Context: an optimization exercise on an open-source flow, tuned for a short achievable clock period and few clock cycles per item. The choices shown serve that exercise and are no tape-out recipe.
Only simulation tests tie the RTL to the original design; equivalence was not proved.
Power and IR drop assume default switching activity.

==> harbor: inputs <==
==> flow/design.v <==
package cache_pkg;
  typedef enum logic [2:0] {
    IDLE,
    LOOKUP,
    WRITEBACK,
    REFILL,
    RESP
  } state_t;
  localparam logic REQ_READ  = 1'b0;
  localparam logic REQ_WRITE = 1'b1;
  localparam int CNT_W = 16;
  function automatic logic [CNT_W-1:0] sat_inc(
    input logic [CNT_W-1:0] v
  );
    sat_inc = (&v) ? v : v + 1'b1;
  endfunction
endpackage
module cache_line_store #(
  parameter int DATA_W  = 32,
  parameter int INDEX_W = 6,
  parameter int TAG_W   = 6
) (
  input  logic               clk,
  input  logic               rst_n,
  input  logic [INDEX_W-1:0] rd_index,
  output logic               rd_valid,
  output logic               rd_dirty,
  output logic [TAG_W-1:0]   rd_tag,
  output logic [DATA_W-1:0]  rd_data,
  input  logic               wr_en,
  input  logic [INDEX_W-1:0] wr_index,
  input  logic [TAG_W-1:0]   wr_tag,
  input  logic [DATA_W-1:0]  wr_data,
  input  logic               wr_dirty
);
  localparam int LINES = 1 << INDEX_W;
  logic [LINES-1:0]  valid_q;
  logic [LINES-1:0]  dirty_q;
  logic [TAG_W-1:0]  tag_q  [LINES];
  logic [DATA_W-1:0] data_q [LINES];
  always_ff @(posedge clk or negedge rst_n) begin
    if (!rst_n) begin
      valid_q <= '0;
      dirty_q <= '0;
    end else if (wr_en) begin
      valid_q[wr_index] <= 1'b1;
      dirty_q[wr_index] <= wr_dirty;
    end
  end
  always_ff @(posedge clk) begin
    if (wr_en) begin
      tag_q[wr_index]  <= wr_tag;
      data_q[wr_index] <= wr_data;
    end
  end
  assign rd_valid = valid_q[rd_index];
  assign rd_dirty = dirty_q[rd_index];
  assign rd_tag   = tag_q[rd_index];
  assign rd_data  = data_q[rd_index];
endmodule
module cache_wb #(
  parameter int DATA_W  = 32,
  parameter int ADDR_W  = 12,
  parameter int INDEX_W = 6
) (
  input  logic              clk,
  input  logic              rst_n,
  input  logic              req_valid,
  output logic              req_ready,
  input  logic              req_we,
  input  logic [ADDR_W-1:0] req_addr,
  input  logic [DATA_W-1:0] req_wdata,
  output logic              rsp_valid,
  output logic [DATA_W-1:0] rsp_rdata,
  output logic              mem_valid,
  input  logic              mem_ready,
  output logic              mem_we,
  output logic [ADDR_W-1:0] mem_addr,
  output logic [DATA_W-1:0] mem_wdata,
  input  logic [DATA_W-1:0] mem_rdata,
  output logic [15:0]       hit_cnt,
  output logic [15:0]       miss_cnt
);
  localparam int TAG_W = ADDR_W - INDEX_W;
  localparam int LINES = 1 << INDEX_W;
  localparam int NQ    = 64;               
  localparam int QW    = 6;                
  logic [LINES-1:0]  valid_q;
  logic [LINES-1:0]  dirty_q;
  logic [TAG_W-1:0]  tag_q   [LINES];
  logic [DATA_W-1:0] wlast_q [LINES];   
  logic [DATA_W-1:0] data_q  [LINES];
  logic              lv1_q;
  logic              l1_we_q;
  logic [ADDR_W-1:0] l1_addr_q;
  logic [DATA_W-1:0] l1_wdata_q;
  logic [LINES-1:0]  l1_oh_q;            
  logic              lv2_q;
  logic              l2_we_q;
  logic [ADDR_W-1:0] l2_addr_q;
  logic [DATA_W-1:0] l2_wdata_q;
  logic [LINES-1:0]  l2_oh_q;
  logic              l2_hit_q;
  logic              l2_lvalid_q;        
  logic              l2_ldirty_q;
  logic [TAG_W-1:0]  l2_ltag_q;
  logic [DATA_W-1:0] l2_lwlast_q;
  logic [NQ-1:0]      cv_q;
  logic [INDEX_W-1:0] cidx_q  [NQ];
  logic [NQ-1:0]      cwe_q;
  logic [NQ-1:0]      chit_q;
  logic [DATA_W-1:0]  cdata_q [NQ];
  logic [LINES-1:0]   coh0_q;            
  logic [ADDR_W-1:0]  maddr_q  [NQ];
  logic [NQ-1:0]      mwb_q;
  logic [TAG_W-1:0]   mvtag_q  [NQ];
  logic [DATA_W-1:0]  mvdata_q [NQ];
  logic [QW:0]        mhead_q, mtail_q;
  logic [NQ-1:0]      mhoh_q, mtoh_q;
  logic [NQ-1:0]      rv_q;
  logic [DATA_W-1:0]  rdata_q [NQ];
  logic               mrv_q;             
  logic [DATA_W-1:0]  mrd_q;
  typedef enum logic [1:0] {M_IDLE, M_WB, M_RF} mstate_t;
  mstate_t           mst_q;
  logic              mem_valid_q;
  logic              mem_we_q;
  logic [ADDR_W-1:0] mem_addr_q;
  logic [DATA_W-1:0] mem_wdata_q;
  logic [ADDR_W-1:0] m_raddr_q;
  logic              ready_q;
  logic              rsp_valid_q;
  logic [DATA_W-1:0] rsp_q;
  logic [15:0]       hit_q, miss_q;
  logic              rd_valid, rd_dirty;
  logic [TAG_W-1:0]  rd_tag;
  logic [DATA_W-1:0] rd_wlast;
  logic              byp;
  logic              l2_ndirty;
  logic [DATA_W-1:0] l2_nwlast;
  logic              e_valid, e_dirty;
  logic [TAG_W-1:0]  e_tag;
  logic [DATA_W-1:0] e_wlast;
  logic              l1_hit;
  always_comb begin
    rd_valid = |(l1_oh_q & valid_q);
    rd_dirty = |(l1_oh_q & dirty_q);
    rd_tag   = '0;
    rd_wlast = '0;
    for (int i = 0; i < LINES; i++) begin
      rd_tag   = rd_tag   | (tag_q[i]   & {TAG_W{l1_oh_q[i]}});
      rd_wlast = rd_wlast | (wlast_q[i] & {DATA_W{l1_oh_q[i]}});
    end
  end
  assign l2_ndirty = l2_hit_q ? (l2_ldirty_q || l2_we_q) : l2_we_q;
  assign l2_nwlast = l2_we_q ? l2_wdata_q : l2_lwlast_q;
  assign byp      = lv2_q && (l2_addr_q[INDEX_W-1:0] == l1_addr_q[INDEX_W-1:0]);
  assign e_valid  = byp ? 1'b1      : rd_valid;
  assign e_dirty  = byp ? l2_ndirty : rd_dirty;
  assign e_tag    = byp ? l2_addr_q[ADDR_W-1:INDEX_W] : rd_tag;
  assign e_wlast  = byp ? l2_nwlast : rd_wlast;
  assign l1_hit   = e_valid && (e_tag == l1_addr_q[ADDR_W-1:INDEX_W]);
  logic               r_go;
  logic               r_rd_hit;
  logic [DATA_W-1:0]  r_wdata;
  logic               r_rpop;
  logic [DATA_W-1:0]  r_rdata;
  assign r_go     = cv_q[0] && (chit_q[0] || rv_q[0]);
  assign r_rd_hit = chit_q[0] && !cwe_q[0];
  assign r_wdata  = cwe_q[0] ? cdata_q[0] : rdata_q[0];
  assign r_rpop   = r_go && !chit_q[0];
  always_comb begin
    r_rdata = '0;
    for (int i = 0; i < LINES; i++)
      r_rdata = r_rdata | (data_q[i] & {DATA_W{coh0_q[i]}});
  end
  logic              m_free, m_can, m_start, m_done;
  logic [ADDR_W-1:0] h_addr;
  logic              h_wb;
  logic [TAG_W-1:0]  h_vtag;
  logic [DATA_W-1:0] h_vdata;
  assign m_free  = (mst_q == M_IDLE) || (mst_q == M_RF && mem_ready);
  assign m_can   = (mhead_q != mtail_q);
  assign m_start = m_free && m_can;
  assign m_done  = (mst_q == M_RF) && mem_ready;
  always_comb begin
    h_addr  = '0;
    h_wb    = 1'b0;
    h_vtag  = '0;
    h_vdata = '0;
    for (int i = 0; i < NQ; i++) begin
      h_addr  = h_addr  | (maddr_q[i]  & {ADDR_W{mhoh_q[i]}});
      h_wb    = h_wb    | (mwb_q[i]    & mhoh_q[i]);
      h_vtag  = h_vtag  | (mvtag_q[i]  & {TAG_W{mhoh_q[i]}});
      h_vdata = h_vdata | (mvdata_q[i] & {DATA_W{mhoh_q[i]}});
    end
  end
  logic [NQ-1:0] cpos, rpos;
  always_comb begin
    for (int i = 0; i < NQ; i++) begin
      if (r_go)
        cpos[i] = cv_q[i] && (i == NQ-1 || !cv_q[(i+1) % NQ]);
      else
        cpos[i] = !cv_q[i] && (i == 0 || cv_q[(i+NQ-1) % NQ]);
      if (r_rpop)
        rpos[i] = rv_q[i] && (i == NQ-1 || !rv_q[(i+1) % NQ]);
      else
        rpos[i] = !rv_q[i] && (i == 0 || rv_q[(i+NQ-1) % NQ]);
    end
  end
  always_ff @(posedge clk) begin
    l1_we_q    <= req_we;
    l1_addr_q  <= req_addr;
    l1_wdata_q <= req_wdata;
    for (int i = 0; i < LINES; i++)
      l1_oh_q[i] <= (req_addr[INDEX_W-1:0] == INDEX_W'(i));
    l2_we_q     <= l1_we_q;
    l2_addr_q   <= l1_addr_q;
    l2_wdata_q  <= l1_wdata_q;
    l2_oh_q     <= l1_oh_q;
    l2_hit_q    <= l1_hit;
    l2_lvalid_q <= e_valid;
    l2_ldirty_q <= e_dirty;
    l2_ltag_q   <= e_tag;
    l2_lwlast_q <= e_wlast;
    for (int i = 0; i < LINES; i++) begin
      if (lv2_q && l2_oh_q[i]) begin
        tag_q[i] <= l2_addr_q[ADDR_W-1:INDEX_W];
        if (l2_we_q) wlast_q[i] <= l2_wdata_q;
      end
      if (r_go && !r_rd_hit && coh0_q[i]) data_q[i] <= r_wdata;
    end
    for (int i = 0; i < NQ; i++) begin
      if (lv2_q && mtoh_q[i]) begin
        maddr_q[i]  <= l2_addr_q;
        mwb_q[i]    <= l2_lvalid_q && l2_ldirty_q;
        mvtag_q[i]  <= l2_ltag_q;
        mvdata_q[i] <= l2_lwlast_q;
      end
    end
    for (int i = 0; i < NQ; i++) begin
      if (cpos[i]) begin
        cidx_q[i]  <= l2_addr_q[INDEX_W-1:0];
        cwe_q[i]   <= l2_we_q;
        chit_q[i]  <= l2_hit_q;
        cdata_q[i] <= l2_wdata_q;
      end else if (r_go && i < NQ-1) begin
        cidx_q[i]  <= cidx_q[(i+1) % NQ];
        cwe_q[i]   <= cwe_q[(i+1) % NQ];
        chit_q[i]  <= chit_q[(i+1) % NQ];
        cdata_q[i] <= cdata_q[(i+1) % NQ];
      end
      if (rpos[i])
        rdata_q[i] <= mrd_q;
      else if (r_rpop && i < NQ-1)
        rdata_q[i] <= rdata_q[(i+1) % NQ];
    end
    if (cpos[0])
      coh0_q <= l2_oh_q;
    else if (r_go)
      for (int i = 0; i < LINES; i++)
        coh0_q[i] <= (cidx_q[1] == INDEX_W'(i));
    mrd_q <= mem_rdata;
  end
  logic [NQ-1:0] cv_d;
  logic          acc;
  logic [1:0]    inl;     
  assign acc = req_valid && ready_q;
  assign inl = 2'(acc) + 2'(lv1_q);
  always_comb begin
    cv_d = cv_q;
    if (r_go && !lv2_q)      cv_d = cv_q >> 1;
    else if (lv2_q && !r_go) cv_d = {cv_q[NQ-2:0], 1'b1};
  end
  always_ff @(posedge clk or negedge rst_n) begin
    if (!rst_n) begin
      valid_q     <= '0;
      dirty_q     <= '0;
      lv1_q       <= 1'b0;
      lv2_q       <= 1'b0;
      cv_q        <= '0;
      rv_q        <= '0;
      mrv_q       <= 1'b0;
      mhead_q     <= '0;
      mtail_q     <= '0;
      mhoh_q      <= NQ'(1);
      mtoh_q      <= NQ'(1);
      mst_q       <= M_IDLE;
      mem_valid_q <= 1'b0;
      mem_we_q    <= 1'b0;
      mem_addr_q  <= '0;
      mem_wdata_q <= '0;
      m_raddr_q   <= '0;
      ready_q     <= 1'b0;
      rsp_valid_q <= 1'b0;
      rsp_q       <= '0;
      hit_q       <= '0;
      miss_q      <= '0;
    end else begin
      lv1_q <= acc;
      lv2_q <= lv1_q;
      if (lv2_q) begin
        valid_q <= valid_q | l2_oh_q;
        dirty_q <= (dirty_q & ~l2_oh_q) | (l2_oh_q & {LINES{l2_ndirty}});
        if (l2_hit_q) hit_q  <= (&hit_q)  ? hit_q  : hit_q  + 1'b1;
        else          miss_q <= (&miss_q) ? miss_q : miss_q + 1'b1;
      end
      if (lv2_q && !l2_hit_q) begin
        mtail_q <= mtail_q + 1'b1;
        mtoh_q  <= {mtoh_q[NQ-2:0], mtoh_q[NQ-1]};
      end
      cv_q  <= cv_d;
      mrv_q <= m_done;
      if (r_rpop && !mrv_q)      rv_q <= rv_q >> 1;
      else if (mrv_q && !r_rpop) rv_q <= {rv_q[NQ-2:0], 1'b1};
      rsp_valid_q <= r_go;
      if (r_go) rsp_q <= r_rd_hit ? r_rdata : r_wdata;
      if (m_start) begin
        mhead_q <= mhead_q + 1'b1;
        mhoh_q  <= {mhoh_q[NQ-2:0], mhoh_q[NQ-1]};
      end
      if (mst_q == M_WB && mem_ready) begin
        mst_q      <= M_RF;
        mem_we_q   <= 1'b0;
        mem_addr_q <= m_raddr_q;
      end else if (m_start) begin
        mem_valid_q <= 1'b1;
        m_raddr_q   <= h_addr;
        if (h_wb) begin
          mst_q       <= M_WB;
          mem_we_q    <= 1'b1;
          mem_addr_q  <= {h_vtag, h_addr[INDEX_W-1:0]};
          mem_wdata_q <= h_vdata;
        end else begin
          mst_q       <= M_RF;
          mem_we_q    <= 1'b0;
          mem_addr_q  <= h_addr;
        end
      end else if (m_done) begin
        mst_q       <= M_IDLE;
        mem_valid_q <= 1'b0;
      end
      ready_q <= !cv_d[NQ-1] && !(inl != 0 && cv_d[NQ-2]) &&
                 !(inl == 2 && cv_d[NQ-3]);
    end
  end
  assign req_ready = ready_q;
  assign rsp_valid = rsp_valid_q;
  assign rsp_rdata = rsp_q;
  assign mem_valid = mem_valid_q;
  assign mem_we    = mem_we_q;
  assign mem_addr  = mem_addr_q;
  assign mem_wdata = mem_wdata_q;
  assign hit_cnt   = hit_q;
  assign miss_cnt  = miss_q;
endmodule
==> flow/run.sh <==
#!/bin/bash
# synth_recipe.tcl (not shown) runs the flow's synth.tcl, then flattens the netlist and writes it again
# the make line also repeats each setting of config.mk as NAME=value (left out here)
make -C /OpenROAD-flow-scripts/flow DESIGN_CONFIG=/design/flow/config.mk WORK_HOME=/design/flow/orfs CLKGATE_MAP_FILE= SYNTH_SCRIPT=/design/flow/synth_recipe.tcl finish
==> flow/config.mk <==
export PLATFORM = sky130hd
export DESIGN_NAME = cache_wb
export DESIGN_NICKNAME = cache_wb
export VERILOG_FILES = /design/flow/design.v
export SDC_FILE = /design/flow/constraint.sdc
export NUM_CORES = 4
export LEC_CHECK = 0
export CAP_MARGIN = 20
export CORE_MARGIN = 2
export CORE_UTILIZATION = 40
export SETUP_SLACK_MARGIN = 4.5
export SLEW_MARGIN = 20
export TNS_END_PERCENT = 0
==> flow/constraint.sdc <==
create_clock -name core_clock -period 7.5 [get_ports {clk}]
set_input_delay 1.5000 -clock core_clock [delete_from_list [all_inputs] [get_ports {clk}]]
set_output_delay 1.5000 -clock core_clock [all_outputs]
set_load 0.01 [all_outputs]
==> yarrow: changes against harbor <==
--- a/flow/design.v
+++ b/flow/design.v
@@ -85,6 +85,9 @@
   localparam int LINES = 1 << INDEX_W;
   localparam int NQ    = 64;               
   localparam int QW    = 6;                
+  localparam int MQ    = 32;               
+  localparam int MW    = 5;                
+  localparam int RQ    = 32;               
   logic [LINES-1:0]  valid_q;
   logic [LINES-1:0]  dirty_q;
   logic [TAG_W-1:0]  tag_q   [LINES];
@@ -111,14 +114,16 @@
   logic [NQ-1:0]      chit_q;
   logic [DATA_W-1:0]  cdata_q [NQ];
   logic [LINES-1:0]   coh0_q;            
-  logic [ADDR_W-1:0]  maddr_q  [NQ];
-  logic [NQ-1:0]      mwb_q;
-  logic [TAG_W-1:0]   mvtag_q  [NQ];
-  logic [DATA_W-1:0]  mvdata_q [NQ];
-  logic [QW:0]        mhead_q, mtail_q;
-  logic [NQ-1:0]      mhoh_q, mtoh_q;
-  logic [NQ-1:0]      rv_q;
-  logic [DATA_W-1:0]  rdata_q [NQ];
+  logic [ADDR_W-1:0]  maddr_q  [MQ];
+  logic [MQ-1:0]      mwb_q;
+  logic [TAG_W-1:0]   mvtag_q  [MQ];
+  logic [DATA_W-1:0]  mvdata_q [MQ];
+  logic [MW:0]        mhead_q, mtail_q;
+  logic [MQ-1:0]      mhoh_q, mtoh_q;
+  logic [DATA_W-1:0]  rdata_q [RQ];
+  logic [RQ-1:0]      rhoh_q, rtoh_q;
+  logic [MW:0]        rcnt_q;
+  logic               rne_q;             
   logic               mrv_q;             
   logic [DATA_W-1:0]  mrd_q;
   typedef enum logic [1:0] {M_IDLE, M_WB, M_RF} mstate_t;
@@ -165,14 +170,18 @@
   logic [DATA_W-1:0]  r_wdata;
   logic               r_rpop;
   logic [DATA_W-1:0]  r_rdata;
-  assign r_go     = cv_q[0] && (chit_q[0] || rv_q[0]);
+  logic [DATA_W-1:0]  r_fill;
+  assign r_go     = cv_q[0] && (chit_q[0] || rne_q);
   assign r_rd_hit = chit_q[0] && !cwe_q[0];
-  assign r_wdata  = cwe_q[0] ? cdata_q[0] : rdata_q[0];
+  assign r_wdata  = cwe_q[0] ? cdata_q[0] : r_fill;
   assign r_rpop   = r_go && !chit_q[0];
   always_comb begin
     r_rdata = '0;
     for (int i = 0; i < LINES; i++)
       r_rdata = r_rdata | (data_q[i] & {DATA_W{coh0_q[i]}});
+    r_fill = '0;
+    for (int i = 0; i < RQ; i++)
+      r_fill = r_fill | (rdata_q[i] & {DATA_W{rhoh_q[i]}});
   end
   logic              m_free, m_can, m_start, m_done;
   logic [ADDR_W-1:0] h_addr;
@@ -180,7 +189,7 @@
   logic [TAG_W-1:0]  h_vtag;
   logic [DATA_W-1:0] h_vdata;
   assign m_free  = (mst_q == M_IDLE) || (mst_q == M_RF && mem_ready);
-  assign m_can   = (mhead_q != mtail_q);
+  assign m_can   = (mhead_q != mtail_q) && (rcnt_q < (MW+1)'(RQ-2));
   assign m_start = m_free && m_can;
   assign m_done  = (mst_q == M_RF) && mem_ready;
   always_comb begin
@@ -188,24 +197,20 @@
     h_wb    = 1'b0;
     h_vtag  = '0;
     h_vdata = '0;
-    for (int i = 0; i < NQ; i++) begin
+    for (int i = 0; i < MQ; i++) begin
       h_addr  = h_addr  | (maddr_q[i]  & {ADDR_W{mhoh_q[i]}});
       h_wb    = h_wb    | (mwb_q[i]    & mhoh_q[i]);
       h_vtag  = h_vtag  | (mvtag_q[i]  & {TAG_W{mhoh_q[i]}});
       h_vdata = h_vdata | (mvdata_q[i] & {DATA_W{mhoh_q[i]}});
     end
   end
-  logic [NQ-1:0] cpos, rpos;
+  logic [NQ-1:0] cpos;
   always_comb begin
     for (int i = 0; i < NQ; i++) begin
       if (r_go)
         cpos[i] = cv_q[i] && (i == NQ-1 || !cv_q[(i+1) % NQ]);
       else
         cpos[i] = !cv_q[i] && (i == 0 || cv_q[(i+NQ-1) % NQ]);
-      if (r_rpop)
-        rpos[i] = rv_q[i] && (i == NQ-1 || !rv_q[(i+1) % NQ]);
-      else
-        rpos[i] = !rv_q[i] && (i == 0 || rv_q[(i+NQ-1) % NQ]);
     end
   end
   always_ff @(posedge clk) begin
@@ -230,7 +235,7 @@
       end
       if (r_go && !r_rd_hit && coh0_q[i]) data_q[i] <= r_wdata;
     end
-    for (int i = 0; i < NQ; i++) begin
+    for (int i = 0; i < MQ; i++) begin
       if (lv2_q && mtoh_q[i]) begin
         maddr_q[i]  <= l2_addr_q;
         mwb_q[i]    <= l2_lvalid_q && l2_ldirty_q;
@@ -250,11 +255,9 @@
         chit_q[i]  <= chit_q[(i+1) % NQ];
         cdata_q[i] <= cdata_q[(i+1) % NQ];
       end
-      if (rpos[i])
-        rdata_q[i] <= mrd_q;
-      else if (r_rpop && i < NQ-1)
-        rdata_q[i] <= rdata_q[(i+1) % NQ];
     end
+    for (int i = 0; i < RQ; i++)
+      if (mrv_q && rtoh_q[i]) rdata_q[i] <= mrd_q;
     if (cpos[0])
       coh0_q <= l2_oh_q;
     else if (r_go)
@@ -267,6 +270,11 @@
   logic [1:0]    inl;     
   assign acc = req_valid && ready_q;
   assign inl = 2'(acc) + 2'(lv1_q);
+  logic [MW:0] mcnt;
+  logic [3:0]  mroom;
+  assign mcnt = mtail_q - mhead_q;
+  always_comb
+    for (int k = 0; k < 4; k++) mroom[k] = (mcnt + (MW+1)'(k) < (MW+1)'(MQ));
   always_comb begin
     cv_d = cv_q;
     if (r_go && !lv2_q)      cv_d = cv_q >> 1;
@@ -279,12 +287,15 @@
       lv1_q       <= 1'b0;
       lv2_q       <= 1'b0;
       cv_q        <= '0;
-      rv_q        <= '0;
+      rhoh_q      <= RQ'(1);
+      rtoh_q      <= RQ'(1);
+      rcnt_q      <= '0;
+      rne_q       <= 1'b0;
       mrv_q       <= 1'b0;
       mhead_q     <= '0;
       mtail_q     <= '0;
-      mhoh_q      <= NQ'(1);
-      mtoh_q      <= NQ'(1);
+      mhoh_q      <= MQ'(1);
+      mtoh_q      <= MQ'(1);
       mst_q       <= M_IDLE;
       mem_valid_q <= 1'b0;
       mem_we_q    <= 1'b0;
@@ -307,17 +318,19 @@
       end
       if (lv2_q && !l2_hit_q) begin
         mtail_q <= mtail_q + 1'b1;
-        mtoh_q  <= {mtoh_q[NQ-2:0], mtoh_q[NQ-1]};
+        mtoh_q  <= {mtoh_q[MQ-2:0], mtoh_q[MQ-1]};
       end
       cv_q  <= cv_d;
       mrv_q <= m_done;
-      if (r_rpop && !mrv_q)      rv_q <= rv_q >> 1;
-      else if (mrv_q && !r_rpop) rv_q <= {rv_q[NQ-2:0], 1'b1};
+      if (mrv_q)  rtoh_q <= {rtoh_q[RQ-2:0], rtoh_q[RQ-1]};
+      if (r_rpop) rhoh_q <= {rhoh_q[RQ-2:0], rhoh_q[RQ-1]};
+      rcnt_q <= rcnt_q + (MW+1)'(mrv_q) - (MW+1)'(r_rpop);
+      rne_q  <= (rcnt_q + (MW+1)'(mrv_q) - (MW+1)'(r_rpop)) != '0;
       rsp_valid_q <= r_go;
-      if (r_go) rsp_q <= r_rd_hit ? r_rdata : r_wdata;
+      rsp_q       <= r_rd_hit ? r_rdata : r_wdata;
       if (m_start) begin
         mhead_q <= mhead_q + 1'b1;
-        mhoh_q  <= {mhoh_q[NQ-2:0], mhoh_q[NQ-1]};
+        mhoh_q  <= {mhoh_q[MQ-2:0], mhoh_q[MQ-1]};
       end
       if (mst_q == M_WB && mem_ready) begin
         mst_q      <= M_RF;
@@ -341,7 +354,8 @@
         mem_valid_q <= 1'b0;
       end
       ready_q <= !cv_d[NQ-1] && !(inl != 0 && cv_d[NQ-2]) &&
-                 !(inl == 2 && cv_d[NQ-3]);
+                 !(inl == 2 && cv_d[NQ-3]) &&
+                 mroom[2'(lv2_q) + inl];
     end
   end
   assign req_ready = ready_q;
==> flow/flow/run.sh (new file) <==
#!/bin/bash
# The standard layout with two changes to how cells are chosen:
#  - the port buffers are buf_8 cells instead of the delay cells that
#    buffer_ports picks by default;
#  - MATCH_CELL_FOOTPRINT=0, so the resizer may also change a cell's
#    footprint (e.g. upsize a flip-flop or a port buffer).
cp config.mk config.mk.orig.txt
echo 'export BUFFER_PORTS_ARGS = -buffer_cell sky130_fd_sc_hd__buf_8' >> "$FLOW_CONFIG"
bash standard.sh MATCH_CELL_FOOTPRINT=0 finish > standard.log 2>&1
==> flow/standard.sh (new file) <==
#!/bin/bash
# synth_recipe.tcl (not shown) runs the flow's synth.tcl, then flattens the netlist and writes it again
# the make line also repeats each setting of config.mk as NAME=value (left out here)
make -C /OpenROAD-flow-scripts/flow DESIGN_CONFIG=/design/flow/config.mk WORK_HOME=/design/flow/orfs CLKGATE_MAP_FILE= SYNTH_SCRIPT=/design/flow/synth_recipe.tcl "${@:-finish}"
--- a/flow/config.mk
+++ b/flow/config.mk
@@ -7,7 +7,11 @@
 export LEC_CHECK = 0
 export CAP_MARGIN = 20
 export CORE_MARGIN = 2
-export CORE_UTILIZATION = 40
+export CORE_UTILIZATION = 60
+export CTS_CLUSTER_DIAMETER = 60
+export CTS_CLUSTER_SIZE = 30
+export PLACE_DENSITY = 0.7
 export SETUP_SLACK_MARGIN = 4.5
 export SLEW_MARGIN = 20
 export TNS_END_PERCENT = 0
+export BUFFER_PORTS_ARGS = -buffer_cell sky130_fd_sc_hd__buf_8
removed: flow/run.sh
==> run notes <==
GRT met1 Usage: yarrow 0.491; harbor 0.352
Reg-to-Reg End: yarrow l2_lwlast_q[0]; harbor l2_lwlast_q[8]
Count of flip-flops with a built-in enable after synthesis: yarrow 9786; harbor 12442
Post-synthesis mux area share: yarrow 0.0726; harbor 0.105
Gate power share: yarrow 0.084; harbor 0.139
Global-route wire length before repair: yarrow 1720 mm; harbor 2320 mm
Outcome: yarrow finished clean; harbor finished clean
Non-clock buffer instance count of the final layout: yarrow 899; harbor 1073
Net total in the final layout: yarrow 21324; harbor 27740
Final wirelength: yarrow 1270 mm; harbor 1720 mm
Comb pwr: yarrow 9.95 mW; harbor 27.6 mW
Cell with the largest stage delay on the worst path: yarrow a21oi_2; harbor a31oi_1
Routed wirelength normalized by instance count: yarrow 41.6 um; harbor 37.8 um
Fin Clk Skew: yarrow 127 ps; harbor 224 ps
Pin count of the biggest net entering global routing: yarrow 148; harbor 142
Worst-Margin Slew: yarrow 1360 ps; harbor 1290 ps
Synth Net Count: yarrow 21313; harbor 27263
Routed vias/inst: yarrow 7.44; harbor 6.40
Number of buffers between clock root and the deepest sink: yarrow 4; harbor 6
Initial standard-cell utilization of the core: yarrow 0.602; harbor 0.401
Flop pwr share: yarrow 0.605; harbor 0.521
Worst path setup slack after routing: yarrow 3730 ps; harbor 3630 ps
Post-placement cell area: yarrow 406000 um2; harbor 527000 um2
Critical path origin: yarrow l1_oh_q[13]; harbor l1_oh_q[20]
GR Util All Layers: yarrow 0.376; harbor 0.261
Testbench counts of harbor, summed over its fixed seeds: cycles 13,323, requests 12,000.
Testbench counts of yarrow, summed over its fixed seeds: cycles 13,323, requests 12,000.

-- afterwards: timing with drivers on the ports --
The results above use ideal ports. As a check the final layouts listed here were re-extracted and re-timed, cells and wires unchanged. Step 1, drivers: a clkbuf_16 drives clk and a buf_2 each remaining input, both assumed. Step 2 also shifts input and output timing later by t, the mid clock arrival at the registers, as if the neighbouring blocks saw the same clock. a / b / c = ideal / step 1 / step 2; a / b = the first two.
| run | t, ns | setup WS [ns] | hold WS [ns] | worst slew at a driven data input, ns | pins driven straight from the clock port |
|---|---|---|---|---|---|
| harbor | 1.462 | 3.626 / 3.626 / 3.405 | 0.248 / 0.126 / 0.305 | 0.37 | 1 |
| yarrow | 1.347 | 3.733 / 3.733 / 3.733 | 0.266 / 0.212 / 0.321 | 0.31 | 1 |
After both steps setup and hold are still met in every run listed. For harbor, which loses most, drivers alone change the setup slack by 0.000 ns; drivers and shift together by -0.221 ns.
